Context: an optimization exercise on an open-source flow, tuned for small area and a short achievable clock period. The choices shown serve that exercise and are no tape-out recipe.
Function was checked by simulation only, so behaviour that the tests miss may differ from the original.
Power is estimated from default activity; no workload was simulated.

[design.v]
package sampler_pkg;
    localparam int N_CH       = 4;
    localparam int SAMPLE_W   = 14;
    localparam int CH_ID_W    = 2;
    localparam int CNT_W      = 8;
    localparam int FIFO_DEPTH = 16;
    localparam int FIFO_PTR_W = $clog2(FIFO_DEPTH);
    localparam int FIFO_CNT_W = FIFO_PTR_W + 1;      
    localparam int WORD_W     = 32;
    localparam int RSVD_W     = WORD_W - 2 - CH_ID_W - SAMPLE_W;
    localparam int ENTRY_W    = SAMPLE_W + 1;        
    typedef logic [SAMPLE_W-1:0] sample_t;
    typedef logic [CNT_W-1:0]    cnt_t;
    typedef struct packed {
        logic               first;       
        logic               rsvd_hi;     
        logic [CH_ID_W-1:0] ch_id;       
        logic [RSVD_W-1:0]  rsvd_lo;     
        sample_t            sample;      
    } out_word_t;
    typedef enum logic {
        TRIG_GATE,
        TRIG_THRESH
    } trig_src_t;
endpackage
`timescale 1ns/1ps
module pulse_gen (
    input  logic              ADC_ENC,
    input  logic              i_rst_n,
    input  logic              i_start_rise,
    input  sampler_pkg::cnt_t i_delay,
    input  sampler_pkg::cnt_t i_width,
    output logic              o_pulse
);
    logic              busy;         
    sampler_pkg::cnt_t cnt;          
    logic              cnt_hi_z;
    logic              cnt_z;
    logic              cnt_one;
    assign cnt_hi_z = (cnt[7:1] == '0);
    assign cnt_z    = cnt_hi_z & ~cnt[0];
    assign cnt_one  = cnt_hi_z &  cnt[0];
    always_ff @(posedge ADC_ENC)
    begin
        if (!i_rst_n)
        begin
            busy    <= 1'b0;
            o_pulse <= 1'b0;
        end
        else if (!busy)
        begin
            busy <= i_start_rise;
        end
        else if (!o_pulse)
        begin
            if (cnt_z)
                o_pulse <= 1'b1;
        end
        else if (cnt_one)
        begin
            busy    <= 1'b0;
            o_pulse <= 1'b0;
        end
    end
    always_ff @(posedge ADC_ENC)
    begin
        if (!busy)
            cnt <= i_delay;
        else if (!o_pulse && cnt_z)
            cnt <= i_width;
        else
            cnt <= cnt - 1'b1;
    end
endmodule
`timescale 1ns/1ps
module adc_trigger (
    input  logic                   ADC_ENC,
    input  logic                   i_rst_n,
    input  sampler_pkg::trig_src_t i_src,
    input  logic                   i_gate,
    input  logic                   i_gate_q,
    input  sampler_pkg::sample_t   i_sample,
    input  sampler_pkg::sample_t   i_threshold,
    output logic                   o_trig
);
    logic above;
    logic above_q;
    assign above = (i_sample > i_threshold);
    always_ff @(posedge ADC_ENC)
    begin
        above_q <= above;
    end
    always_ff @(posedge ADC_ENC)
    begin
        if (!i_rst_n)
            o_trig <= 1'b0;
        else if (i_src == sampler_pkg::TRIG_GATE)
            o_trig <= i_gate & ~i_gate_q;
        else
            o_trig <= above & ~above_q;
    end
endmodule
`timescale 1ns/1ps
module adc_channel_rx (
    input  logic                             ADC_ENC,
    input  logic                             i_rst_n,
    input  logic                             i_wr_req,
    input  logic [sampler_pkg::ENTRY_W-1:0]  i_word,
    input  logic                             i_ch_en,
    input  logic                             i_read,
    output logic                             o_req,
    output logic [sampler_pkg::ENTRY_W-1:0]  o_data,
    output logic                             o_lost
);
    logic [sampler_pkg::ENTRY_W-1:0]    mem [0:sampler_pkg::FIFO_DEPTH-1];
    logic [sampler_pkg::FIFO_PTR_W-1:0] wr_ptr;
    logic [sampler_pkg::FIFO_PTR_W-1:0] rd_ptr;
    logic [sampler_pkg::FIFO_CNT_W-1:0] fill;
    logic                               full;
    logic                               do_wr;
    logic                               ne_next;
    assign full   = fill[sampler_pkg::FIFO_PTR_W];      
    assign do_wr  = i_wr_req & ~full;
    assign o_data = mem[rd_ptr];
    assign ne_next = do_wr | (fill[sampler_pkg::FIFO_CNT_W-1:1] != '0) | (fill[0] & ~i_read);
    always_ff @(posedge ADC_ENC)
    begin
        if (do_wr)
            mem[wr_ptr] <= i_word;
    end
    always_ff @(posedge ADC_ENC)
    begin
        if (!i_rst_n)
        begin
            wr_ptr <= '0;
            rd_ptr <= '0;
            fill   <= '0;
            o_req  <= 1'b0;
            o_lost <= 1'b0;
        end
        else
        begin
            if (do_wr)
                wr_ptr <= wr_ptr + 1'b1;
            if (i_read)
                rd_ptr <= rd_ptr + 1'b1;
            case ({do_wr, i_read})
                2'b10:   fill <= fill + 1'b1;
                2'b01:   fill <= fill - 1'b1;
                default: fill <= fill;
            endcase
            o_req <= i_ch_en & ne_next;
            if (i_wr_req && full)
                o_lost <= 1'b1;      
        end
    end
endmodule
`timescale 1ns/1ps
module rr_arbiter (
    input  logic                                                   ADC_ENC,
    input  logic                                                   i_rst_n,
    input  logic [sampler_pkg::N_CH-1:0]                           i_req,
    input  logic [sampler_pkg::N_CH-1:0][sampler_pkg::ENTRY_W-1:0] i_data,
    output logic [sampler_pkg::N_CH-1:0]                           o_read,
    output logic                                                   o_out_valid,
    output sampler_pkg::out_word_t                                 o_out_data,
    input  logic                                                   i_out_ready
);
    logic [sampler_pkg::CH_ID_W-1:0] last_q;
    logic [sampler_pkg::N_CH-1:0]    gnt_oh;
    logic [sampler_pkg::CH_ID_W-1:0] gnt;
    logic [sampler_pkg::ENTRY_W-1:0] sel_data;
    logic [sampler_pkg::ENTRY_W-1:0] data_q;
    logic                            found;
    logic                            can_load;
    assign found    = |i_req;
    assign can_load = ~o_out_valid | i_out_ready;    
    always_comb
    begin
        logic [2*sampler_pkg::N_CH-1:0] req2;
        logic [2*sampler_pkg::N_CH-1:0] oh2;
        logic [sampler_pkg::N_CH-1:0]   rot;
        logic                           seen;
        req2 = {i_req, i_req};
        rot  = req2[last_q + 1 +: sampler_pkg::N_CH];    
        seen = 1'b0;
        oh2  = '0;
        for (int k = 0; k < sampler_pkg::N_CH; k++)
        begin
            oh2[last_q + 1 + k] = rot[k] & ~seen;
            seen = seen | rot[k];
        end
        gnt_oh = oh2[sampler_pkg::N_CH-1:0] | oh2[2*sampler_pkg::N_CH-1:sampler_pkg::N_CH];
    end
    always_comb
    begin
        gnt      = '0;
        sel_data = '0;
        for (int c = 0; c < sampler_pkg::N_CH; c++)
        begin
            if (gnt_oh[c])
            begin
                gnt      = gnt | sampler_pkg::CH_ID_W'(c);
                sel_data = sel_data | i_data[c];
            end
        end
    end
    assign o_read = can_load ? gnt_oh : '0;
    always_ff @(posedge ADC_ENC)
    begin
        if (!i_rst_n)
        begin
            last_q      <= '0;
            o_out_valid <= 1'b0;
        end
        else if (can_load)
        begin
            o_out_valid <= found;
            if (found)
                last_q <= gnt;
        end
    end
    always_ff @(posedge ADC_ENC)
    begin
        if (can_load)
            data_q <= sel_data;
    end
    always_comb
    begin
        o_out_data         = '0;
        o_out_data.first   = data_q[sampler_pkg::SAMPLE_W];
        o_out_data.ch_id   = last_q;
        o_out_data.sample  = data_q[sampler_pkg::SAMPLE_W-1:0];
    end
endmodule
`timescale 1ns/1ps
module ccpd_top (
    input  logic                                       ADC_ENC,
    input  logic                                       i_rst_n,
    input  logic                                       i_gate_start,
    input  sampler_pkg::cnt_t                          i_gate_delay,
    input  sampler_pkg::cnt_t                          i_gate_width,
    input  sampler_pkg::cnt_t                          i_inj_delay,
    input  sampler_pkg::cnt_t                          i_inj_width,
    input  sampler_pkg::cnt_t                          i_rec_len,
    input  sampler_pkg::trig_src_t                     i_trig_src,
    input  sampler_pkg::sample_t                       i_threshold,
    input  logic [sampler_pkg::N_CH-1:0][sampler_pkg::SAMPLE_W-1:0] i_adc_sample,
    input  logic [sampler_pkg::N_CH-1:0]               i_ch_en,
    input  logic                                       i_out_ready,
    output logic                                       o_ccpd_gate,
    output logic                                       o_ccpd_injection,
    output logic                                       o_out_valid,
    output sampler_pkg::out_word_t                     o_out_data,
    output logic [sampler_pkg::N_CH-1:0]               o_lost
);
    logic                   gate_pulse;
    logic                   gate_q;
    logic                   start_q;
    logic                   adc_trig;
    logic                   rec;
    logic                   first_q;
    sampler_pkg::cnt_t      rec_cnt;
    logic [sampler_pkg::N_CH-1:0]        ch_req;
    logic [sampler_pkg::N_CH-1:0]        ch_read;
    logic [sampler_pkg::N_CH-1:0][sampler_pkg::ENTRY_W-1:0] ch_data;
    assign o_ccpd_gate = gate_pulse;
    always_ff @(posedge ADC_ENC)
    begin
        if (!i_rst_n)
        begin
            start_q <= 1'b0;
            gate_q  <= 1'b0;
        end
        else
        begin
            start_q <= i_gate_start;
            gate_q  <= gate_pulse;
        end
    end
    pulse_gen gate_gen (
        .ADC_ENC      (ADC_ENC),
        .i_rst_n      (i_rst_n),
        .i_start_rise (i_gate_start & ~start_q),
        .i_delay      (i_gate_delay),
        .i_width      (i_gate_width),
        .o_pulse      (gate_pulse)
    );
    pulse_gen inj_gen (
        .ADC_ENC      (ADC_ENC),
        .i_rst_n      (i_rst_n),
        .i_start_rise (gate_pulse & ~gate_q),    
        .i_delay      (i_inj_delay),
        .i_width      (i_inj_width),
        .o_pulse      (o_ccpd_injection)
    );
    adc_trigger trig_unit (
        .ADC_ENC     (ADC_ENC),
        .i_rst_n     (i_rst_n),
        .i_src       (i_trig_src),
        .i_gate      (gate_pulse),
        .i_gate_q    (gate_q),
        .i_sample    (i_adc_sample[0]),      
        .i_threshold (i_threshold),
        .o_trig      (adc_trig)
    );
    always_ff @(posedge ADC_ENC)
    begin
        if (!i_rst_n)
            rec <= 1'b0;
        else if (!rec)
            rec <= adc_trig;
        else if (rec_cnt == sampler_pkg::cnt_t'(1))
            rec <= 1'b0;         
    end
    always_ff @(posedge ADC_ENC)
    begin
        first_q <= ~rec;         
        if (!rec)
            rec_cnt <= i_rec_len;
        else
            rec_cnt <= rec_cnt - 1'b1;
    end
    for (genvar i = 0; i < sampler_pkg::N_CH; i++)
    begin : ch_gen
        adc_channel_rx rx (
            .ADC_ENC  (ADC_ENC),
            .i_rst_n  (i_rst_n),
            .i_wr_req (rec),
            .i_word   ({first_q, i_adc_sample[i]}),
            .i_ch_en  (i_ch_en[i]),
            .i_read   (ch_read[i]),
            .o_req    (ch_req[i]),
            .o_data   (ch_data[i]),
            .o_lost   (o_lost[i])
        );
    end
    rr_arbiter arbiter (
        .ADC_ENC     (ADC_ENC),
        .i_rst_n     (i_rst_n),
        .i_req       (ch_req),
        .i_data      (ch_data),
        .o_read      (ch_read),
        .o_out_valid (o_out_valid),
        .o_out_data  (o_out_data),
        .i_out_ready (i_out_ready)
    );
endmodule
[constraint.sdc]
create_clock -name core_clock -period 6.0 [get_ports {ADC_ENC}]
set_input_delay 1.2000 -clock core_clock [delete_from_list [all_inputs] [get_ports {ADC_ENC}]]
set_output_delay 1.2000 -clock core_clock [all_outputs]
set_load 0.01 [all_outputs]
[config.mk]
export PLATFORM = sky130hd
export DESIGN_NAME = ccpd_top
export DESIGN_NICKNAME = ccpd_top
export VERILOG_FILES = /design/flow/design.v
export SDC_FILE = /design/flow/constraint.sdc
export NUM_CORES = 4
export LEC_CHECK = 0
export CAP_MARGIN = 20
export CORE_MARGIN = 2
export CORE_UTILIZATION = 40
export SLEW_MARGIN = 20
[run.sh]
#!/bin/bash
# synth_recipe.tcl (not shown) runs the flow's synth.tcl, then flattens the netlist and writes it again
# the make line also repeats each setting of config.mk as NAME=value (left out here)
make -C /OpenROAD-flow-scripts/flow DESIGN_CONFIG=/design/flow/config.mk WORK_HOME=/design/flow/orfs CLKGATE_MAP_FILE= SYNTH_SCRIPT=/design/flow/synth_recipe.tcl finish
==> summary.txt, run 1 <==
Pwr
  – Pwr dens: 334 nW/um^2
  – Leakage power summed over all cells: 15.9 nW
  – Worst ir drop on vdd: 0.000216 V

Die
  – Height of the die: 336 um
  – Die footprint: 113000 um^2
  – Row Count: 121
  – Starting density of the core: 40.4%
  – Core outline area: 109000 um^2
  – Ports: 158
  – Die boundary width: 336 um

Timing
  – Post-route fraction of the period consumed by the critical path: 94.4%
  – Clock Skews: 0.0246 ns
  – Count of final max-slew check failures: 0
  – Setup total negative slack: 0 ns
  – Count of endpoints failing setup in the final report: 0
  – Final Hold Fails: 0
  – RSZ-0062 raised after global routing: false
  – Post-route worst setup slack: 0.336 ns
  – Worst Max-Slew Pin Slew: 1.17 ns
  – Max Clock Freq: 0.177 GHz
  – Tmin final: 5.66 ns
  – Worst slew margin: 22.2%

Drt
  – Uppermost layer routed: met5
  – Number of vias in the routed layout: 22131
  – Router iterations before antenna repair: 5
  – Routed Antenna Nets: 0
  – Routed vias/inst: 5.45
  – Met2 wirelength from detailed routing: 50.3 mm
  – Sum of met3 wire segment lengths after detailed routing: 7.21 mm
  – Total routed wirelength: 101 mm
  – Drt first-iter violations: 2088
  – Number of design rule violations left after detail routing: 0
  – Met1 wire length: 41.5 mm
  – Detail-routed net length per standard cell: 24.9 um

Outcome
  – Run status: no timing/DRC/antenna violations

Worst setup path
  – Element type at the critical path start: register
  – Critical Path AT: 6.29 ns
  – Type of the worst setup path: register to register
  – Data required, critical path: 6.62 ns
  – Maximum fanout along the worst path: 18
  – Endpoint class of the critical path: register

Clocking
  – Clock Pin Slew Worst Setup and Hold Paths: 0.06 ns
  – Total clock buffers created by CTS: 111
  – Post-CTS setup-driven buffer insertion count: 0
  – Buffers from clock root to sink, at most: 3
  – Number of gates resized after CTS: 0
  – Number of H-tree levels: 3
  – Root cell of the clock tree: sky130_fd_sc_hd__clkbuf_16
  – Worst skew pair latency: 0.70 ns
  – CTS tree: built
  – CTS hold repair buffers: 0
  – # clock sinks: 1088

Placed design
  – Total of buffers placed on input and output ports: 142
  – Final weighted congestion in routability-driven placement: 0.809
  – HPWL after detailed placement: 61.2 mm
  – Minimum setup slack after placement: 0.510 ns

Logic synthesis
  – Synth Instances: 2311
  – Cell types with the largest area share after synthesis: sky130_fd_sc_hd__edfxtp_1 66%, sky130_fd_sc_hd__mux4_2 15%, sky130_fd_sc_hd__dfxtp_1 5.1%
  – Portion of the post-synthesis area used by sequential elements: 71.5%
  – Synth warn: 5
  – Number of enable-type register cells in the synthesized netlist: 975
  – Fraction of registers with async set/reset: 0%
  – Avg Synthesized Cell Area: 19.1 um^2
  – Share of the synthesized area in the top cell type: 66.3%
  – Number of distinct library cell variants in the gate-level netlist after synthesis: 80
  – Largest area contributor in the netlist: sky130_fd_sc_hd__edfxtp_1
  – Post-synthesis cell area: 44100 um^2
  – Ys flop type: sky130_fd_sc_hd__edfxtp_1
  – Flops & latches, synth: 1088

Global routing
  – Pin count of the biggest net entering global routing: 65
  – Initial antenna violation count: 8
  – Via count of the first global-routing pass: 22794
  – Total gr overflow: 0
  – GRT Resource Usage Total: 17.9%
  – Wire length of the first global-routing pass: 148 mm

Final layout
  – Number of filler instances in the final layout: 9053
  – Layout overhead on the synthesized area: 14.9%
  – # nets final: 2672
  – Layout cells sized above 1: 21.6%

Run
  – Max-cap violations: 0

Hold path
  – HP Class: register to register
sequential cells by signal (all words and copies together) (netlist names), 8 cells and up, named ones only:
| signal | count |
|---|---|
| rec_cnt | 8 |
| ch_gen.rx.mem | 960 |
| inj_gen.cnt | 8 |
| ch_gen.rx.fill | 20 |
| arbiter.data_q | 15 |
| ch_gen.rx.rd_ptr | 16 |
| gate_gen.cnt | 8 |
| ch_gen.rx.wr_ptr | 16 |
final cells by class:
type | count | area (um^2) | area share [%]
antenna | 1 | 2.50 | 0.00493
timing repair buffer | 188 | 1820 | 3.59
inverter | 52 | 195 | 0.385
clock buffer | 159 | 3070 | 6.05
clock inverter | 51 | 422 | 0.831
multi-input combinational | 1045 | 11800 | 23.3
sequential | 1088 | 31600 | 62.2
tap | 1476 | 1850 | 3.64
per-layer routing:
layer	vias up	global-route usage (%)
li1	9679	-
met1	11579	23.4
met2	713	30.0
met3	148	4.37
met4	12	4.60
met5	-	0
metrics by stage:
step                      hold WS [ns]  utilization [%]  cells  total power, mW  instance area (um^2)
final                            0.472             46.5   4060             16.9                 50700
after detailed placement         0.460             43.2   3844             10.5                 47100
after global routing             0.495             46.5   4060             17.5                 50700
after CTS                        0.479             46.4   4054             17.1                 50600
after global placement           0.458             43.2   3843             10.4                 47100
after floorplan                  0.438                -   2325             9.82                 44200
final timing paths:
check                          from                   end  slack, ns  depth (start not counted)
setup / recovery  arbiter.last_q[0]  ch_gen[2].rx.fill[4]       0.34                         20
hold reg to reg    trig_unit.o_trig                   rec       0.47                          2
hold / removal     trig_unit.o_trig                   rec       0.47                          2
setup reg to reg  arbiter.last_q[0]  ch_gen[2].rx.fill[4]       0.34                         20
logic make-up after synthesis:
logic type | after synthesis | share of synthesized area [%]
DFF | 1088 | 71.5
AOI/OAI and AO/OA | 205 | 2.95
muxes | 332 | 16.1
other | 1 | 0.00850
xor gates and xnor gates | 48 | 0.953
and+or+nand+nor | 378 | 4.62
adders and majority gates | 67 | 1.90
buffers and inverters | 192 | 2.01
placed cells by master (no fill, tap or decap), drive strengths merged, types with 5 or more instances in the layout:
| cell | instances |
|---|---|
| inv | 55 |
| nor4 | 7 |
| mux2i | 22 |
| edfxtp | 975 |
| o211ai | 12 |
| xnor2 | 16 |
| nand3 | 14 |
| nand2 | 75 |
| a31oi | 10 |
| and2 | 51 |
| a21o | 6 |
| nor3b | 8 |
| o21ai | 77 |
| or3 | 9 |
| nor2 | 96 |
| dfxtp | 113 |
| nand3b | 10 |
| nor3 | 17 |
| nor2b | 13 |
| mux4 | 301 |
| mux2 | 9 |
| a211oi | 9 |
| clkbuf | 159 |
| a21oi | 50 |
| clkinv | 40 |
| nand2b | 15 |
| ha | 67 |
| o22ai | 5 |
| clkdlybuf4s50 | 141 |
| conb | 15 |
| xor2 | 32 |
| nand4 | 28 |
| buf | 47 |
| and3 | 9 |
power breakdown:
group	leakage, nW	internal, mW	switching, mW
combinational	4.50	0.853	0.889
sequential	9.72	8.38	0.221
clock	1.69	3.74	2.86
Yosys cell counts, drive strengths merged, types with 5 or more instances:
library cell / n
a211oi: 9
a21o: 6
a21oi: 50
a31oi: 10
and2: 51
and3: 9
buf: 60
clkbuf: 80
dfxtp: 113
edfxtp: 975
ha: 67
inv: 50
mux2: 9
mux2i: 22
mux4: 301
nand2: 75
nand2b: 15
nand3: 14
nand3b: 10
nand4: 28
nor2: 96
nor2b: 13
nor3: 17
nor3b: 8
nor4: 7
o211ai: 12
o21ai: 77
o22ai: 5
or3: 9
xnor2: 16
xor2: 32
critical path, stage by stage, from the launching register on:
cell and delay, ns:
sky130_fd_sc_hd__dfxtp_1 0.54, sky130_fd_sc_hd__buf_4 0.30, sky130_fd_sc_hd__ha_1 0.40, sky130_fd_sc_hd__inv_1 0.12
sky130_fd_sc_hd__ha_1 0.35, sky130_fd_sc_hd__nor3b_1 0.31, sky130_fd_sc_hd__ha_1 0.23, sky130_fd_sc_hd__nor3b_1 0.38
sky130_fd_sc_hd__o211ai_2 0.20, sky130_fd_sc_hd__nor4_2 0.35, sky130_fd_sc_hd__a211oi_1 0.12, sky130_fd_sc_hd__a21oi_2 0.40
sky130_fd_sc_hd__ha_1 0.42, sky130_fd_sc_hd__xor2_1 0.12, sky130_fd_sc_hd__ha_1 0.23, sky130_fd_sc_hd__o21a_1 0.19
sky130_fd_sc_hd__o22a_1 0.20, sky130_fd_sc_hd__a21oi_1 0.18, sky130_fd_sc_hd__xor2_1 0.10, sky130_fd_sc_hd__or3_1 0.31
sky130_fd_sc_hd__a21oi_1 0.14
==> run 2: changes to the inputs <==
--- a/design.v
+++ b/design.v
@@ -10,6 +10,29 @@
     localparam int RSVD_W     = WORD_W - 2 - CH_ID_W - SAMPLE_W;
     localparam int ENTRY_W    = SAMPLE_W + 1;        
+    localparam int OCC_W      = 9;                   
     typedef logic [SAMPLE_W-1:0] sample_t;
     typedef logic [CNT_W-1:0]    cnt_t;
+    typedef logic [OCC_W-1:0]    occ_t;
+    function automatic cnt_t cnt_dec(input cnt_t x);
+        cnt_t all_z;     
+        begin
+            all_z[0] = 1'b1;
+            for (int i = 1; i < CNT_W; i++)
+                all_z[i] = all_z[i-1] & ~x[i-1];
+            cnt_dec = x ^ all_z;
+        end
+    endfunction
+    function automatic logic occ_is(input occ_t j, input integer k);
+        begin
+            if (k == 0)
+                occ_is = ~j[0] & ~j[OCC_W-1];
+            else if (k < OCC_W)
+                occ_is = j[k-1] & ~j[k];
+            else if (k == OCC_W)
+                occ_is = j[OCC_W-1] & j[0];
+            else
+                occ_is = ~j[k-OCC_W-1] & j[k-OCC_W];
+        end
+    endfunction
     typedef struct packed {
         logic               first;       
@@ -70,5 +93,5 @@
             cnt <= i_width;
         else
-            cnt <= cnt - 1'b1;
+            cnt <= sampler_pkg::cnt_dec(cnt);
     end
 endmodule
@@ -114,18 +137,26 @@
 );
     logic [sampler_pkg::ENTRY_W-1:0]    mem [0:sampler_pkg::FIFO_DEPTH-1];
-    logic [sampler_pkg::FIFO_PTR_W-1:0] wr_ptr;
-    logic [sampler_pkg::FIFO_PTR_W-1:0] rd_ptr;
-    logic [sampler_pkg::FIFO_CNT_W-1:0] fill;
+    sampler_pkg::occ_t                  occ;
     logic                               full;
     logic                               do_wr;
     logic                               ne_next;
-    assign full   = fill[sampler_pkg::FIFO_PTR_W];      
-    assign do_wr  = i_wr_req & ~full;
-    assign o_data = mem[rd_ptr];
-    assign ne_next = do_wr | (fill[sampler_pkg::FIFO_CNT_W-1:1] != '0) | (fill[0] & ~i_read);
+    assign full  = sampler_pkg::occ_is(occ, sampler_pkg::FIFO_DEPTH);
+    assign do_wr = i_wr_req & ~full;
+    always_comb
+    begin
+        o_data = '0;
+        for (int i = 0; i < sampler_pkg::FIFO_DEPTH; i++)
+            o_data = o_data | (mem[i] & {sampler_pkg::ENTRY_W{sampler_pkg::occ_is(occ, i + 1)}});
+    end
+    assign ne_next = do_wr | ~(sampler_pkg::occ_is(occ, 0) | sampler_pkg::occ_is(occ, 1))
+                   | (sampler_pkg::occ_is(occ, 1) & ~i_read);
     always_ff @(posedge ADC_ENC)
     begin
         if (do_wr)
-            mem[wr_ptr] <= i_word;
+        begin
+            mem[0] <= i_word;
+            for (int i = 1; i < sampler_pkg::FIFO_DEPTH; i++)
+                mem[i] <= mem[i-1];
+        end
     end
     always_ff @(posedge ADC_ENC)
@@ -133,7 +164,5 @@
         if (!i_rst_n)
         begin
-            wr_ptr <= '0;
-            rd_ptr <= '0;
-            fill   <= '0;
+            occ    <= '0;
             o_req  <= 1'b0;
             o_lost <= 1'b0;
@@ -141,13 +170,8 @@
         else
         begin
-            if (do_wr)
-                wr_ptr <= wr_ptr + 1'b1;
-            if (i_read)
-                rd_ptr <= rd_ptr + 1'b1;
-            case ({do_wr, i_read})
-                2'b10:   fill <= fill + 1'b1;
-                2'b01:   fill <= fill - 1'b1;
-                default: fill <= fill;
-            endcase
+            if (do_wr && !i_read)
+                occ <= {occ[sampler_pkg::OCC_W-2:0], ~occ[sampler_pkg::OCC_W-1]};   
+            else if (i_read && !do_wr)
+                occ <= {~occ[0], occ[sampler_pkg::OCC_W-1:1]};                       
             o_req <= i_ch_en & ne_next;
             if (i_wr_req && full)
@@ -178,18 +202,18 @@
     always_comb
     begin
-        logic [2*sampler_pkg::N_CH-1:0] req2;
-        logic [2*sampler_pkg::N_CH-1:0] oh2;
-        logic [sampler_pkg::N_CH-1:0]   rot;
-        logic                           seen;
-        req2 = {i_req, i_req};
-        rot  = req2[last_q + 1 +: sampler_pkg::N_CH];    
-        seen = 1'b0;
-        oh2  = '0;
-        for (int k = 0; k < sampler_pkg::N_CH; k++)
+        gnt_oh = '0;
+        for (int c = 0; c < sampler_pkg::N_CH; c++)
         begin
-            oh2[last_q + 1 + k] = rot[k] & ~seen;
-            seen = seen | rot[k];
+            logic blocked;
+            blocked = 1'b0;
+            for (int d = 1; d < sampler_pkg::N_CH; d++)
+                if (last_q == sampler_pkg::CH_ID_W'((c - d + sampler_pkg::N_CH) % sampler_pkg::N_CH))
+                    for (int e = 1; e < d; e++)
+                        blocked = blocked | i_req[(c - e + sampler_pkg::N_CH) % sampler_pkg::N_CH];
+            if (last_q == sampler_pkg::CH_ID_W'(c))
+                for (int e = 1; e < sampler_pkg::N_CH; e++)
+                    blocked = blocked | i_req[(c - e + sampler_pkg::N_CH) % sampler_pkg::N_CH];
+            gnt_oh[c] = i_req[c] & ~blocked;
         end
-        gnt_oh = oh2[sampler_pkg::N_CH-1:0] | oh2[2*sampler_pkg::N_CH-1:sampler_pkg::N_CH];
     end
     always_comb
@@ -200,8 +224,6 @@
         begin
             if (gnt_oh[c])
-            begin
-                gnt      = gnt | sampler_pkg::CH_ID_W'(c);
-                sel_data = sel_data | i_data[c];
-            end
+                gnt = gnt | sampler_pkg::CH_ID_W'(c);
+            sel_data = sel_data | (i_data[c] & {sampler_pkg::ENTRY_W{gnt_oh[c]}});
         end
     end
@@ -320,5 +342,5 @@
             rec_cnt <= i_rec_len;
         else
-            rec_cnt <= rec_cnt - 1'b1;
+            rec_cnt <= sampler_pkg::cnt_dec(rec_cnt);
     end
     for (genvar i = 0; i < sampler_pkg::N_CH; i++)
==> run 2 against run 1 <==
Effect of this change:
- non-clock buffer count is 7 higher
- highest routed layer unchanged
- critical endpoint is now ch_gen[0].rx.occ[8]
- die area is 8.3% lower
- critical path depth is 9 lower
- sequential share of layout area is 4.1 points higher
- sequential cell count is 32 lower
- via count is 9.4% higher
==> summary.txt, run 2 <==
Clocking
  – # clock sinks: 1056
  – Worst skew pair latency: 0.70 ns
  – CTS hold repair buffers: 0
  – Buffers from clock root to sink, at most: 3
  – Root cell of the clock tree: sky130_fd_sc_hd__clkbuf_16
  – Clock Pin Slew Worst Setup and Hold Paths: 0.06 ns
  – Number of H-tree levels: 3
  – Post-CTS setup-driven buffer insertion count: 0
  – Total clock buffers created by CTS: 107
  – Number of gates resized after CTS: 0
  – CTS tree: built

Logic synthesis
  – Simple logic cell fraction of the synthesized area: 3.48%
  – Fraction of registers with async set/reset: 0%
  – Area fraction in compound gates after synthesis: 15.8%
  – Cell types with the largest area share after synthesis: sky130_fd_sc_hd__edfxtp_1 72%, sky130_fd_sc_hd__dfxtp_1 4.0%, sky130_fd_sc_hd__a22oi_1 3.8%
  – Flops & latches, synth: 1056
  – Synth warn: 6
  – Largest area contributor in the netlist: sky130_fd_sc_hd__edfxtp_1
  – Main combinational cell family by area after synthesis: compound AO/OA/AOI/OAI gates
  – Post-synthesis cell area: 40400 um^2
  – Number of distinct library cell variants in the gate-level netlist after synthesis: 72
  – Portion of the post-synthesis area used by sequential elements: 76.4%
  – Share of the synthesized area in the top cell type: 72.4%
  – Synth Area in Adders: 1.15%
  – Synth Instances: 2431
  – Number of enable-type register cells in the synthesized netlist: 975
  – Most numerous cell in the Yosys netlist: sky130_fd_sc_hd__edfxtp_1
  – Avg Synthesized Cell Area: 16.6 um^2
  – Portion of netlist area occupied by mux cells: 0.232%
  – Share of the synthesized netlist area taken by xor and xnor gates: 0.0650%
  – Ys flop type: sky130_fd_sc_hd__edfxtp_1
  – Top cells by count, synth: 975 x sky130_fd_sc_hd__edfxtp_1, 205 x sky130_fd_sc_hd__a22oi_1, 129 x sky130_fd_sc_hd__a221oi_1

Final layout
  – Area taken by multi-input logic gates: 8470 um^2
  – Layout overhead on the synthesized area: 15.1%
  – Register Area: 30900 um^2
  – Most used cells in the layout excluding fill and tap cells: 975 x sky130_fd_sc_hd__edfxtp_1, 205 x sky130_fd_sc_hd__a22oi_1, 142 x sky130_fd_sc_hd__clkdlybuf4s50_1
  – Registers with the most flip-flops: ch_gen.rx.mem: 960 flops, ch_gen.rx.occ: 36 flops, arbiter.data_q: 15 flops
  – Layout cells sized above 1: 9.79%
  – Flip-flop count of the largest register, all copies and words added: 960
  – Number of filler instances in the final layout: 8503
  – Commonest non-fill, non-tap cell in the layout: sky130_fd_sc_hd__edfxtp_1
  – Finished layout cell area: 46600 um^2
  – Register containing the most flip-flops in the final layout: ch_gen.rx.mem
  – # nets final: 2734
  – Number of diodes: 0

Pwr
  – P_sw: 4.35 mW
  – Clk pwr share: 38.0%
  – Worst ir drop on vdd: 0.000231 V
  – Portion of total power attributed to sequential cells: 50.7%
  – Leakage power summed over all cells: 15.0 nW
  – Pwr dens: 368 nW/um^2
  – Internal Pwr Total: 12.8 mW
  – Combinational fraction of design power: 11.4%
  – Switching share of power: 25.4%

Die
  – Die footprint: 104000 um^2
  – Core outline area: 100000 um^2
  – Die boundary width: 322 um
  – Row Count: 116
  – Starting density of the core: 40.4%
  – Ports: 158
  – Height of the die: 322 um

Worst setup path
  – Element type at the critical path start: input port
  – Crit-path most repeated cell: sky130_fd_sc_hd__nor2_1
  – Buf+Inv Stages, Crit Path: 3
  – Maximum fanout along the worst path: 17
  – Type of the worst setup path: input port to register
  – Critical Path AT: 4.21 ns
  – Top delay family on crit path: buffers and inverters
  – Critical Path Slowest Stage Cell: sky130_fd_sc_hd__clkinv_1
  – Data required, critical path: 6.57 ns
  – Length in cells of the worst reg-to-reg path: 10
  – Cell Chain, Critical Path: clkdlybuf4s50_1 -> nor2b_1 -> clkinv_1 -> buf_4 -> nand2_1 -> ha_1 -> nor2_1 -> a21oi_1 -> nor2_1 -> a21oi_1 -> nor2_1
  – Endpoint class of the critical path: register
  – Maximum single-stage delay on the critical path: 0.59 ns
  – Logic depth of the worst path, buffers included: 11

Hold path
  – Worst Hold Depth: 0
  – HP Class: register to register

Placed design
  – Final weighted congestion in routability-driven placement: 0.848
  – HPWL after detailed placement: 66.3 mm
  – Total of buffers placed on input and output ports: 142
  – Placed cell areas: 43200 um^2

Run
  – Max-cap violations: 0

Outcome
  – Run status: no timing/DRC/antenna violations

Global routing
  – Layer carrying the most global-route usage: met2
  – Fraction of met3 tracks used by global routing: 5.53%
  – Total gr overflow: 0
  – Pin count of the biggest net entering global routing: 176
  – Initial antenna violation count: 8
  – GRT Resource Usage Total: 20.4%
  – Global routing met2 resource utilization: 30.2%
  – Wire length of the first global-routing pass: 157 mm
  – M1 GR Usage: 28.6%
  – Via count of the first global-routing pass: 23582

Drt
  – Routed vias/inst: 6.11
  – Drt first-iter violations: 3210
  – Number of vias in the routed layout: 24209
  – Number of design rule violations left after detail routing: 0
  – Detail-routed net length per standard cell: 27.2 um
  – Routed Antenna Nets: 0
  – Total routed wirelength: 108 mm
  – Router iterations before antenna repair: 5

Timing
  – Worst slew margin: 19.2%
  – Worst Max-Slew Pin Slew: 1.21 ns
  – Max Clock Freq: 0.274 GHz
  – Post-route fraction of the period consumed by the critical path: 60.8%
  – Count of final max-slew check failures: 0
  – Tmin final: 3.65 ns
  – Clock Skews: 0.0286 ns
  – Final worst hold slack: 0.435 ns
  – RSZ-0062 raised after global routing: false
  – Final Hold Fails: 0
  – Count of endpoints failing setup in the final report: 0
## run 2: changes by cell type in the layout (fill, tap and decap cells not counted), moves of 54 or more
cell                       previous run  this run
sky130_fd_sc_hd__a211oi_1             8        67
sky130_fd_sc_hd__a221oi_1             0       129
sky130_fd_sc_hd__a22o_1               0        79
sky130_fd_sc_hd__a22oi_1              4       205
sky130_fd_sc_hd__mux4_2             300         0
sky130_fd_sc_hd__nor2b_1             13        67
## run 2: path summary, 6_finish.rpt
kind,startpoint,endpoint,slack (ns)
min,ch_gen[0].rx.mem[10][10],ch_gen[0].rx.mem[11][10],0.44
max reg2reg,arbiter.o_out_valid,ch_gen[0].rx.occ[8],2.73
max,i_out_ready,ch_gen[0].rx.occ[8],2.35
min reg2reg,ch_gen[0].rx.mem[10][10],ch_gen[0].rx.mem[11][10],0.44
## run 2: kinds of logic (layout without fill, tap and decap cells)
family | after synthesis | after routing
buffers and inverters | 252 | 473
AOI/OAI and AO/OA | 806 | 806
muxes | 9 | 9
other | 1 | 15
DFF | 1056 | 1056
xor gates and xnor gates | 3 | 3
and+or+nand+nor | 267 | 267
adders and majority gates | 37 | 37
## run 2: worst register-to-register path: stages, from the launching register on
cell	delay, ns
sky130_fd_sc_hd__dfxtp_1	0.46
sky130_fd_sc_hd__nor2b_1	0.59
sky130_fd_sc_hd__clkinv_1	0.59
sky130_fd_sc_hd__buf_4	0.37
sky130_fd_sc_hd__nand2_1	0.09
sky130_fd_sc_hd__ha_1	0.51
sky130_fd_sc_hd__nor2_1	0.11
sky130_fd_sc_hd__a21oi_1	0.14
sky130_fd_sc_hd__nor2_1	0.07
sky130_fd_sc_hd__a21oi_1	0.15
sky130_fd_sc_hd__nor2_1	0.06
## run 2: routing by layer
| metal | part of all wire, % | wire length (um) |
|---|---|---|
| met1 | 42 | 45000 |
| met2 | 44 | 47300 |
| met3 | 11 | 11500 |
| met4 | 3.8 | 4080 |
| met5 | 0.025 | 27 |
## run 2: layout make-up
cell class	instances	area share (%)
Clock buffer	133	6.12
Clock inverter	64	1.11
Inverter	81	0.675
Tap cell	1298	3.49
Multi-Input combinational cell	1137	18.2
Sequential cell	1056	66.4
Timing Repair Buffer	195	4.03
## run 2: power by group through the flow
stage          combinational, mW  sequential [mW]  clock (mW)
2_1_floorplan               1.21             8.70           0
3_3_place_gp                1.88             8.80           0
3_5_place_dp                1.91             8.82           0
4_1_cts                     1.92             8.67        6.59
5_1_grt                     2.06             8.69        6.85
6_report                    1.95             8.67        6.49
## run 2: stage by stage
stage | utilization [%] | setup WS [ns] | instances | setup TNS, ns | power [mW]
detailed placement | 43.1 | 1.80 | 3766 | 0 | 10.7
CTS | 46.5 | 2.51 | 3963 | 0 | 17.2
floorplan | - | -2.60 | 2445 | -834.95 | 9.92
finish | 46.5 | 2.35 | 3964 | 0 | 17.1
global placement | 43.1 | 1.84 | 3766 | 0 | 10.7
global route | 46.5 | 2.21 | 3964 | 0 | 17.6
==> run 3: changes to the inputs <==
--- a/config.mk
+++ b/config.mk
@@ -8,4 +8,5 @@
 export CAP_MARGIN = 20
 export CORE_MARGIN = 2
-export CORE_UTILIZATION = 40
+export CORE_UTILIZATION = 60
+export SETUP_SLACK_MARGIN = 3.3
 export SLEW_MARGIN = 20
==> run 3 against run 2 <==
Effect of this change:
- sequential share of layout area up 0.11 points
- still clean
- global-route usage is 9.5 points higher
- design area hardly changed
- core utilization rose by 23 points
- non-clock buffer count increased by 8
- largest power group unchanged
- sequential power barely moved
- critical path depth is 10 lower
- area after synthesis unchanged
- fmax up 36%
- via count up 1.1%
==> summary.txt, run 3 <==
Clocking
  – Buffers from clock root to sink, at most: 3
  – Total clock buffers created by CTS: 104
  – CTS tree: built
  – Number of H-tree levels: 3
  – Worst skew pair latency: 0.65 ns
  – Clock Pin Slew Worst Setup and Hold Paths: 0.07 ns
  – Root cell of the clock tree: sky130_fd_sc_hd__clkbuf_16
  – # clock sinks: 1056

Worst setup path
  – Reg-to-Reg End: arbiter.data_q[10]
  – Critical Path AT: 1.48 ns
  – Reg-to-reg critical path startpoint: ch_gen[1].rx.occ[3]
  – Data required, critical path: 4.80 ns
  – Maximum single-stage delay on the critical path: 0.53 ns
  – Element type at the critical path start: register
  – Internal reg-to-reg setup slack: 3.33 ns
  – Top delay family on crit path: flip-flops
  – Critical Path Slowest Stage Cell: sky130_fd_sc_hd__edfxtp_1
  – Endpoint class of the critical path: primary output
  – Maximum fanout along the worst path: 1
  – Buf+Inv Stages, Crit Path: 1
  – Cell Chain, Critical Path: clkdlybuf4s15_1
  – Type of the worst setup path: register to primary output
  – Length in cells of the worst reg-to-reg path: 5

Final layout
  – Number of filler instances in the final layout: 4407
  – Register Area: 30900 um^2
  – Utilization after layout: 69.5%
  – Layout overhead on the synthesized area: 15.1%
  – Commonest non-fill, non-tap cell in the layout: sky130_fd_sc_hd__edfxtp_1
  – # nets final: 2741
  – Registers with the most flip-flops: ch_gen.rx.mem: 960 flops, ch_gen.rx.occ: 36 flops, arbiter.data_q: 15 flops
  – Finished layout cell area: 46500 um^2
  – Layout cells sized above 1: 13.9%
  – Area taken by multi-input logic gates: 8820 um^2
  – Cell Count, Final, Fillers Out: 3544
  – Register containing the most flip-flops in the final layout: ch_gen.rx.mem
  – Most used cells in the layout excluding fill and tap cells: 975 x sky130_fd_sc_hd__edfxtp_1, 205 x sky130_fd_sc_hd__a22oi_1, 129 x sky130_fd_sc_hd__a221oi_1
  – Flip-flop count of the largest register, all copies and words added: 960

Timing
  – RSZ-0062 raised after global routing: true
  – Clock Skews: 0.0167 ns
  – Max Clock Freq: 0.373 GHz
  – Post-route fraction of the period consumed by the critical path: 44.7%
  – Tmin final: 2.68 ns
  – Final worst hold slack: 0.440 ns
  – Final Hold Fails: 0
  – Worst Max-Slew Pin Slew: 1.07 ns
  – Post-route worst setup slack: 3.32 ns
  – Count of endpoints failing setup in the final report: 0
  – Worst slew margin: 28.5%
  – Setup total negative slack: 0 ns
  – Count of final max-slew check failures: 0

Drt
  – Detail-routed net length per standard cell: 29.5 um
  – Number of vias in the routed layout: 24474
  – Router iterations before antenna repair: 6
  – Total routed wirelength: 105 mm
  – Number of design rule violations left after detail routing: 0
  – Routed vias/inst: 6.91
  – Drt first-iter violations: 3631
  – Routed Antenna Nets: 0

Placed design
  – Final weighted congestion in routability-driven placement: 0.832
  – Placed cell areas: 42800 um^2
  – HPWL after detailed placement: 63.9 mm
  – Minimum setup slack after placement: 2.39 ns
  – Total of buffers placed on input and output ports: 142
  – Cell Count Post-Placement: 3334

Global routing
  – Wire length of the first global-routing pass: 155 mm
  – Via count of the first global-routing pass: 23722
  – GRT Resource Usage Total: 29.9%
  – Initial antenna violation count: 3
  – Total gr overflow: 0
  – Pin count of the biggest net entering global routing: 146

Hold path
  – Worst Hold Depth: 0
  – Min-Delay Startpoint: ch_gen[2].rx.mem[14][1]
  – HP Class: register to register
  – Sink of the worst hold path: ch_gen[2].rx.mem[15][1]

Logic synthesis
  – Most numerous cell in the Yosys netlist: sky130_fd_sc_hd__edfxtp_1
  – Synth Instances: 2431
  – Fraction of registers with async set/reset: 0%
  – Number of enable-type register cells in the synthesized netlist: 975
  – Post-synthesis cell area: 40400 um^2
  – Portion of the post-synthesis area used by sequential elements: 76.4%
  – Flops & latches, synth: 1056
  – Ys flop type: sky130_fd_sc_hd__edfxtp_1
  – Top cells by count, synth: 975 x sky130_fd_sc_hd__edfxtp_1, 205 x sky130_fd_sc_hd__a22oi_1, 129 x sky130_fd_sc_hd__a221oi_1
  – Share of the synthesized area in the top cell type: 72.4%
  – Cell types with the largest area share after synthesis: sky130_fd_sc_hd__edfxtp_1 72%, sky130_fd_sc_hd__dfxtp_1 4.0%, sky130_fd_sc_hd__a22oi_1 3.8%
  – Largest area contributor in the netlist: sky130_fd_sc_hd__edfxtp_1
  – Avg Synthesized Cell Area: 16.6 um^2
  – Number of distinct library cell variants in the gate-level netlist after synthesis: 72
  – Synth warn: 6

Pwr
  – Pwr dens: 368 nW/um^2
  – Worst ir drop on vdd: 0.000251 V
  – Power Total: 17.1 mW
  – Leakage power summed over all cells: 15.1 nW

Die
  – Height of the die: 264 um
  – Ports: 158
  – Core outline area: 66900 um^2
  – Die footprint: 69500 um^2
  – Row Count: 95
  – Starting density of the core: 60.4%
  – Die boundary width: 264 um

Outcome
  – Run status: no timing/DRC/antenna violations

Run
  – Max-cap violations: 0
==> run 3: logic make-up (layout without fill, tap and decap cells) <==
family | Yosys count | in the layout | share of synthesized area [%]
flip-flops | 1056 | 1056 | 76.4
AO/OA/AOI/OAI | 806 | 806 | 15.8
AND/OR/NAND/NOR | 267 | 267 | 3.48
buffers and inverters | 252 | 477 | 2.82
adder cells (fa/ha/maj) | 37 | 37 | 1.15
multiplexers | 9 | 9 | 0.232
XOR/XNOR | 3 | 3 | 0.0650
other | 1 | 16 | 0.00928
==> run 3: worst max-delay path by stage <==
stage          cells after the start                 from                  end  slack, ns
2_1_floorplan                     10  ch_gen[0].rx.occ[7]  ch_gen[0].rx.occ[0]       0.48
3_3_place_gp                       9          i_out_ready  ch_gen[3].rx.occ[0]       2.39
3_5_place_dp                       9          i_out_ready  ch_gen[3].rx.occ[2]       2.39
4_1_cts                            1    arbiter.data_q[0]        o_out_data[0]       3.30
5_1_grt                            6  ch_gen[1].rx.occ[4]    arbiter.data_q[8]       3.27
6_report                           1    arbiter.data_q[1]        o_out_data[1]       3.32
==> run 3: power breakdown <==
part,total [mW],switching [mW],internal (mW)
combinational,1.97,1.22,0.747
clock,6.45,2.80,3.65
sequential,8.70,0.310,8.39
==> run 3: area by class of cell <==
cell class                 count  share of cell area (%)
multi-input combinational   1137                    19.0
clock inverter                63                    1.13
antenna                        1                 0.00538
clock buffer                 128                    6.01
sequential                  1056                    66.5
timing repair inverter         2                  0.0215
inverter                      81                   0.748
timing repair buffer         203                    4.28
tap                          873                    2.35
==> run 3: layer usage <==
metal	global-route usage, %	share of wire [%]	vias up
met5	0	0.012	-
met1	45.2	41	12465
li1	-	-	10363
met4	8.39	2.2	2
met3	5.48	10	168
met2	45.0	46	1476
==> run 3: timing repair <==
item                                    4_1_cts  5_1_grt
resized for setup                            79       28
endpoints found under the setup margin      631      321
pin swaps                                     0        1
cloned                                        2        1
hold buffers                                  0        0
buffers inserted                              7        8
==> run 4: changes to the inputs <==
==> flow/run.sh (new file) <==
#!/bin/bash
# Standard ORFS layout, with plain buffers on the ports and resizing not
# limited to the same cell footprint.
set -euo pipefail
bash standard.sh MATCH_CELL_FOOTPRINT=0 \
    "BUFFER_PORTS_ARGS=-buffer_cell sky130_fd_sc_hd__buf_2" \
    finish > standard_flow.log 2>&1
==> standard.sh (new file) <==
#!/bin/bash
# synth_recipe.tcl (not shown) runs the flow's synth.tcl, then flattens the netlist and writes it again
# the make line also repeats each setting of config.mk as NAME=value (left out here)
make -C /OpenROAD-flow-scripts/flow DESIGN_CONFIG=/design/flow/config.mk WORK_HOME=/design/flow/orfs CLKGATE_MAP_FILE= SYNTH_SCRIPT=/design/flow/synth_recipe.tcl "${@:-finish}"
--- a/config.mk
+++ b/config.mk
@@ -9,4 +9,4 @@
 export CORE_MARGIN = 2
 export CORE_UTILIZATION = 60
-export SETUP_SLACK_MARGIN = 3.3
+export SETUP_SLACK_MARGIN = 3.6
 export SLEW_MARGIN = 20
removed: run.sh
==> run 4 against run 3 <==
Effect of this change:
- still clean
- non-clock buffer count grew 36
- worst setup slack gained 0.14 ns
- register-to-register slack gained 0.29 ns
- clock power grew 1%
- final cell count grew 1.2%
- first-iteration DRC count shrank 2.6%
- die area is the same
- critical path depth is the same
- design area grew 0.63%
- synthesized cell count is the same
- core utilization grew 0.44 points
- sequential share of layout area shrank 0.31 points
- critical path type unchanged
- largest cell class unchanged
- largest power group unchanged
- highest routed layer unchanged
==> summary.txt, run 4 <==
Drt
  – Drt first-iter violations: 3538
  – Routed Antenna Nets: 0
  – Routed vias/inst: 6.84
  – Total routed wirelength: 106 mm
  – Detail-routed net length per standard cell: 29.6 um
  – Number of vias in the routed layout: 24546
  – Router iterations before antenna repair: 9
  – Number of design rule violations left after detail routing: 0

Die
  – Row Count: 95
  – Starting density of the core: 60.4%
  – Height of the die: 264 um
  – Die footprint: 69500 um^2
  – Ports: 158
  – Die boundary width: 264 um
  – Core outline area: 66900 um^2

Final layout
  – Register containing the most flip-flops in the final layout: ch_gen.rx.mem
  – Area taken by multi-input logic gates: 9200 um^2
  – Layout cells sized above 1: 22.3%
  – Most used cells in the layout excluding fill and tap cells: 975 x sky130_fd_sc_hd__edfxtp_1, 205 x sky130_fd_sc_hd__a22oi_1, 136 x sky130_fd_sc_hd__buf_2
  – Layout overhead on the synthesized area: 15.8%
  – Register Area: 31000 um^2
  – # nets final: 2779
  – Flip-flop count of the largest register, all copies and words added: 960
  – Number of filler instances in the final layout: 4387
  – Registers with the most flip-flops: ch_gen.rx.mem: 960 flops, ch_gen.rx.occ: 36 flops, arbiter.data_q: 15 flops
  – Commonest non-fill, non-tap cell in the layout: sky130_fd_sc_hd__edfxtp_1

Worst setup path
  – Critical Path AT: 1.34 ns
  – Buf+Inv Stages, Crit Path: 1
  – Maximum fanout along the worst path: 1
  – Maximum single-stage delay on the critical path: 0.48 ns
  – Top delay family on crit path: flip-flops
  – Endpoint class of the critical path: primary output
  – Length in cells of the worst reg-to-reg path: 6
  – Type of the worst setup path: register to primary output
  – Element type at the critical path start: register
  – Data required, critical path: 4.80 ns
  – Reg-to-reg critical path startpoint: ch_gen[3].rx.occ[2]
  – Critical Path Slowest Stage Cell: sky130_fd_sc_hd__edfxtp_1
  – Reg-to-Reg End: arbiter.data_q[8]
  – Cell Chain, Critical Path: buf_2
  – Internal reg-to-reg setup slack: 3.62 ns

Global routing
  – Initial antenna violation count: 3
  – Wire length of the first global-routing pass: 156 mm
  – Total gr overflow: 0
  – Via count of the first global-routing pass: 23705
  – Pin count of the biggest net entering global routing: 195
  – GRT Resource Usage Total: 30.3%

Logic synthesis
  – Post-synthesis cell area: 40400 um^2
  – Fraction of registers with async set/reset: 0%
  – Cell types with the largest area share after synthesis: sky130_fd_sc_hd__edfxtp_1 72%, sky130_fd_sc_hd__dfxtp_1 4.0%, sky130_fd_sc_hd__a22oi_1 3.8%
  – Number of distinct library cell variants in the gate-level netlist after synthesis: 72
  – Share of the synthesized area in the top cell type: 72.4%
  – Most numerous cell in the Yosys netlist: sky130_fd_sc_hd__edfxtp_1
  – Largest area contributor in the netlist: sky130_fd_sc_hd__edfxtp_1
  – Top cells by count, synth: 975 x sky130_fd_sc_hd__edfxtp_1, 205 x sky130_fd_sc_hd__a22oi_1, 129 x sky130_fd_sc_hd__a221oi_1
  – Synth Instances: 2431
  – Portion of the post-synthesis area used by sequential elements: 76.4%
  – Synth warn: 6
  – Avg Synthesized Cell Area: 16.6 um^2
  – Number of enable-type register cells in the synthesized netlist: 975
  – Ys flop type: sky130_fd_sc_hd__edfxtp_1
  – Flops & latches, synth: 1056

Timing
  – Post-route fraction of the period consumed by the critical path: 42.4%
  – Final worst hold slack: 0.430 ns
  – Worst slew margin: 31.0%
  – Count of final max-slew check failures: 0
  – Clock Skews: 0.0223 ns
  – Final Hold Fails: 0
  – Max Clock Freq: 0.393 GHz
  – Worst Max-Slew Pin Slew: 1.04 ns
  – Count of endpoints failing setup in the final report: 0
  – Setup total negative slack: 0 ns
  – Tmin final: 2.54 ns
  – RSZ-0062 raised after global routing: true

Clocking
  – Number of H-tree levels: 3
  – Total clock buffers created by CTS: 105
  – Buffers from clock root to sink, at most: 3
  – Root cell of the clock tree: sky130_fd_sc_hd__clkbuf_16
  – CTS tree: built
  – Worst skew pair latency: 0.66 ns
  – CTS hold repair buffers: 0
  – # clock sinks: 1056
  – Clock Pin Slew Worst Setup and Hold Paths: 0.06 ns

Hold path
  – Worst Hold Depth: 0
  – HP Class: register to register
  – Sink of the worst hold path: ch_gen[1].rx.mem[15][5]
  – Min-Delay Startpoint: ch_gen[1].rx.mem[14][5]

Placed design
  – HPWL after detailed placement: 64.0 mm
  – Total of buffers placed on input and output ports: 142
  – Final weighted congestion in routability-driven placement: 0.868

Pwr
  – Pwr dens: 370 nW/um^2
  – Worst ir drop on vdd: 0.000313 V
  – Leakage power summed over all cells: 15.4 nW

Outcome
  – Run status: no timing/DRC/antenna violations

Run
  – Max-cap violations: 0
## run 4: worst max path at each step
stage	from	endpoint	slack (ns)	cells after the start
floorplan	ch_gen[0].rx.occ[7]	ch_gen[0].rx.occ[8]	0.54	11
global route	arbiter.data_q[9]	o_out_data[9]	3.45	1
detailed placement	i_out_ready	ch_gen[1].rx.occ[0]	2.05	8
finish	arbiter.data_q[12]	o_out_data[12]	3.46	1
CTS	arbiter.data_q[9]	o_out_data[9]	3.46	1
global placement	i_out_ready	ch_gen[1].rx.occ[0]	2.11	8
## run 4: cell type report
class / instances / area share [%]
antenna: 3 / 0.0160
clock buffer: 148 / 6.33
clock inverter: 47 / 0.900
inverter: 81 / 0.812
multi-input combinational: 1137 / 19.6
sequential: 1056 / 66.2
tap: 873 / 2.33
timing repair buffer: 239 / 3.75
timing repair inverter: 3 / 0.0374
## run 4: metrics by stage
stage	setup WS [ns]	cells	util [%]	area [um^2]	total power, mW
after floorplan	0.540	2445	-	40900	9.97
after global placement	2.11	3338	63.0	42200	10.6
after detailed placement	2.05	3338	63.0	42200	10.7
after CTS	3.46	3572	69.3	46400	17.2
after global routing	3.45	3584	70.0	46800	17.8
final	3.46	3587	70.0	46800	17.3
## run 4: routing by layer
layer / part of all wire (%) / global-route usage [%] / vias up
met2: 47 / 46.3 / 1280
met5: 0.0066 / 0 / -
met3: 9.3 / 5.74 / 159
li1: - / - / 10456
met4: 2.2 / 7.78 / 2
met1: 42 / 45.3 / 12649
## run 4: kinds of logic after synthesis
logic type / share of synthesized area [%]
AOI/OAI and AO/OA: 15.8
xor gates and xnor gates: 0.0650
adders and majority gates: 1.15
buffers and inverters: 2.82
DFF: 76.4
muxes: 0.232
other: 0.00928
and+or+nand+nor: 3.48
## run 4: repair_timing
action | CTS | global route
cloned | 4 | 0
pin swaps | 11 | 14
gates resized for setup | 156 | 70
endpoints found under the setup margin | 792 | 173
setup buffers | 35 | 12
## run 4: report_power, final
group	total, mW	switching (mW)	internal (mW)
clock network	6.53	2.76	3.77
registers	8.67	0.280	8.39
logic	2.12	1.32	0.793
total	17.3	4.37	13.0
==> run 5: changes to the inputs <==
--- a/config.mk
+++ b/config.mk
@@ -9,4 +9,4 @@
 export CORE_MARGIN = 2
 export CORE_UTILIZATION = 60
-export SETUP_SLACK_MARGIN = 3.6
+export SETUP_SLACK_MARGIN = 3.9
 export SLEW_MARGIN = 20
==> run 5 against run 4 <==
Effect of this change:
- still clean
- register-to-register slack got worse by 0.09 ns
- clock-buffer cell count unchanged
- sequential share of layout area decreased by 3.7 points
- critical path depth unchanged
- synthesized cell count unchanged
- worst hold slack improved by 0.0012 ns
- clock power about the same
- worst setup slack improved by 0.0095 ns
- design area increased by 6.1%
- fmax increased by 0.38%
- global-route usage increased by 1.2 points
- clock skew increased by 0.0075 ns
==> summary.txt, run 5 <==
Final layout
  – Registers with the most flip-flops: ch_gen.rx.mem: 960 flops, ch_gen.rx.occ: 36 flops, arbiter.data_q: 15 flops
  – Number of filler instances in the final layout: 4036
  – Commonest non-fill, non-tap cell in the layout: sky130_fd_sc_hd__edfxtp_1
  – # nets final: 2949
  – Register containing the most flip-flops in the final layout: ch_gen.rx.mem
  – Most used cells in the layout excluding fill and tap cells: 975 x sky130_fd_sc_hd__edfxtp_1, 200 x sky130_fd_sc_hd__a22oi_1, 180 x sky130_fd_sc_hd__buf_4
  – Flip-flop count of the largest register, all copies and words added: 960
  – Layout cells sized above 1: 31.0%
  – Finished layout cell area: 49700 um^2
  – Layout overhead on the synthesized area: 22.9%

Worst setup path
  – Cell Chain, Critical Path: buf_2
  – Endpoint class of the critical path: primary output
  – Top delay family on crit path: flip-flops
  – Critical Path AT: 1.33 ns
  – Element type at the critical path start: register
  – Type of the worst setup path: register to primary output
  – Maximum single-stage delay on the critical path: 0.47 ns
  – Buf+Inv Stages, Crit Path: 1
  – Critical Path Slowest Stage Cell: sky130_fd_sc_hd__edfxtp_1
  – Maximum fanout along the worst path: 1
  – Data required, critical path: 4.80 ns

Timing
  – Final Hold Fails: 0
  – Tmin final: 2.53 ns
  – Post-route fraction of the period consumed by the critical path: 42.2%
  – Worst Max-Slew Pin Slew: 0.806 ns
  – Count of final max-slew check failures: 0
  – Setup total negative slack: 0 ns
  – Count of endpoints failing setup in the final report: 0
  – Worst slew margin: 45.9%
  – Post-route worst setup slack: 3.47 ns
  – Max Clock Freq: 0.395 GHz
  – Clock Skews: 0.0297 ns
  – RSZ-0062 raised after global routing: true

Pwr
  – Pwr dens: 359 nW/um^2
  – Leakage power summed over all cells: 16.6 nW
  – Worst ir drop on vdd: 0.000314 V

Logic synthesis
  – Number of enable-type register cells in the synthesized netlist: 975
  – Portion of the post-synthesis area used by sequential elements: 76.4%
  – Largest area contributor in the netlist: sky130_fd_sc_hd__edfxtp_1
  – Most numerous cell in the Yosys netlist: sky130_fd_sc_hd__edfxtp_1
  – Cell types with the largest area share after synthesis: sky130_fd_sc_hd__edfxtp_1 72%, sky130_fd_sc_hd__dfxtp_1 4.0%, sky130_fd_sc_hd__a22oi_1 3.8%
  – Flops & latches, synth: 1056
  – Share of the synthesized area in the top cell type: 72.4%
  – Fraction of registers with async set/reset: 0%
  – Number of distinct library cell variants in the gate-level netlist after synthesis: 72
  – Synth Instances: 2431
  – Ys flop type: sky130_fd_sc_hd__edfxtp_1
  – Top cells by count, synth: 975 x sky130_fd_sc_hd__edfxtp_1, 205 x sky130_fd_sc_hd__a22oi_1, 129 x sky130_fd_sc_hd__a221oi_1
  – Avg Synthesized Cell Area: 16.6 um^2
  – Post-synthesis cell area: 40400 um^2
  – Synth warn: 6

Drt
  – Detail-routed net length per standard cell: 29.9 um
  – Total routed wirelength: 112 mm
  – Router iterations before antenna repair: 6
  – Number of vias in the routed layout: 25628
  – Drt first-iter violations: 3303
  – Number of design rule violations left after detail routing: 0
  – Routed Antenna Nets: 0
  – Routed vias/inst: 6.82

Global routing
  – Via count of the first global-routing pass: 24574
  – GRT Resource Usage Total: 31.5%
  – Initial antenna violation count: 7
  – Wire length of the first global-routing pass: 162 mm
  – Pin count of the biggest net entering global routing: 180
  – Total gr overflow: 0

Clocking
  – Worst skew pair latency: 0.67 ns
  – Buffers from clock root to sink, at most: 3
  – Clock Pin Slew Worst Setup and Hold Paths: 0.06 ns
  – CTS tree: built
  – # clock sinks: 1056
  – Root cell of the clock tree: sky130_fd_sc_hd__clkbuf_16
  – Total clock buffers created by CTS: 105
  – Number of H-tree levels: 3
  – CTS hold repair buffers: 0

Die
  – Core outline area: 66900 um^2
  – Height of the die: 264 um
  – Ports: 158
  – Row Count: 95
  – Die footprint: 69500 um^2
  – Die boundary width: 264 um
  – Starting density of the core: 60.4%

Placed design
  – Placed cell areas: 42200 um^2
  – Total of buffers placed on input and output ports: 142
  – Minimum setup slack after placement: 2.05 ns
  – Final weighted congestion in routability-driven placement: 0.868
  – HPWL after detailed placement: 64.0 mm

Hold path
  – HP Class: register to register

Outcome
  – Run status: no timing/DRC/antenna violations

Run
  – Max-cap violations: 0
[run 5: cell counts after synthesis]
No cell type changed its count.
[run 5: stage by stage]
| stage | power (mW) | utilization, % | hold WS (ns) | std cells |
|---|---|---|---|---|
| 4_1_cts | 17.6 | 72.5 | 0.436 | 3675 |
| 3_3_place_gp | 10.6 | 63.0 | 0.424 | 3338 |
| 5_1_grt | 18.3 | 74.2 | 0.450 | 3755 |
| 3_5_place_dp | 10.7 | 63.0 | 0.430 | 3338 |
| 6_report | 17.9 | 74.2 | 0.431 | 3756 |
| 2_1_floorplan | 9.97 | - | 0.418 | 2445 |
[run 5: kinds of logic (layout without fill, tap and decap cells)]
| logic type | Yosys count | in the layout | synth area share (%) |
|---|---|---|---|
| xor+xnor | 3 | 3 | 0.0650 |
| buf+inv | 252 | 687 | 2.82 |
| simple gates | 267 | 268 | 3.48 |
| mux | 9 | 9 | 0.232 |
| compound gates | 806 | 806 | 15.8 |
| fa+ha+maj | 37 | 37 | 1.15 |
| flops | 1056 | 1056 | 76.4 |
| other cells | 1 | 17 | 0.00928 |
[run 5: power breakdown]
part           internal [mW]  leakage (nW)  switching (mW)  total (mW)
registers               8.39          9.58           0.264        8.65
logic                   1.10          5.37            1.56        2.66
clock network           3.77          1.66            2.77        6.54
total                   13.3          16.6            4.59        17.9
[run 5: final timing paths]
check                                        startpoint                      end  slack [ns]  cells past startpoint
worst max-delay path                 arbiter.data_q[10]           o_out_data[10]        3.47                      1
worst min-delay path            ch_gen[2].rx.mem[11][7]  ch_gen[2].rx.mem[12][7]        0.43                      0
worst max register to register      ch_gen[2].rx.occ[4]        arbiter.data_q[5]        3.53                      6
worst min register to register  ch_gen[2].rx.mem[11][7]  ch_gen[2].rx.mem[12][7]        0.43                      0
[run 5: layer usage]
layer | vias up | share of wire (%) | track usage [%]
met3 | 229 | 10 | 7.02
met4 | 10 | 3.2 | 9.67
met5 | - | 0.048 | 0
met2 | 1487 | 47 | 48.3
met1 | 13090 | 40 | 45.6
li1 | 10812 | - | -
[run 5: cell type report]
cell class,instances,area (um^2),area share [%]
Sequential cell,1056,31000,62.5
Multi-Input combinational cell,1138,10000,20.2
Timing Repair Buffer,407,3630,7.31
Clock buffer,148,2960,5.97
Tap cell,873,1090,2.20
Inverter,81,469,0.944
Clock inverter,47,422,0.849
Timing Repair inverter,4,26.3,0.0529
Antenna cell,2,5.00,0.0101
[run 5: repair_timing]
action | in CTS | in global routing
resized for setup | 434 | 106
gates cloned | 10 | 5
setup endpoints to repair | 1052 | 682
pin swaps | 69 | 70
setup buffers | 132 | 74
[run 5: worst reg2reg max path: cells and delay by family, from the launching register on]
kind	cells	cell delay, ns
AOI/OAI and AO/OA	2	0.85
and+or+nand+nor	2	0.69
DFF	1	0.35
buffers and inverters	2	0.31

-- separate check: timing with driven ports --
The flow's constraints put no driver on any port. The routed layouts listed below were extracted and timed again, unchanged, in two steps. Step 1 sets driving cells, clkbuf_16 on the clock port and buf_2 on the other inputs (assumed; they add their load-dependent delay and slew). Step 2, shift: input delay + t, output delay - t, t = (earliest + latest rising clock arrival at the registers) / 2. This alone moves slack from input paths to output paths. Slacks: no drivers / after step 1 / after step 2; pairs: no drivers / after step 1.
run | t (ns) | setup WS [ns] | worst register clock-pin slew, ns | worst data-port slew with drivers (ns)
run 1 | 0.753 | 0.336 / 0.336 / 0.336 | 0.06 / 0.06 | 0.11
run 2 | 0.752 | 2.353 / 2.393 / 1.641 | 0.07 / 0.07 | 0.07
run 3 | 0.713 | 3.319 / 3.255 / 2.699 | 0.07 / 0.07 | 0.05
run 4 | 0.721 | 3.458 / 3.392 / 2.967 | 0.07 / 0.07 | 0.06
run 5 | 0.725 | 3.468 / 3.400 / 3.176 | 0.07 / 0.07 | 0.06
After both steps setup and hold are still met in every run listed. The setup slack of run 2, which loses most, moves by +0.040 ns with the drivers and by -0.712 ns with both steps.
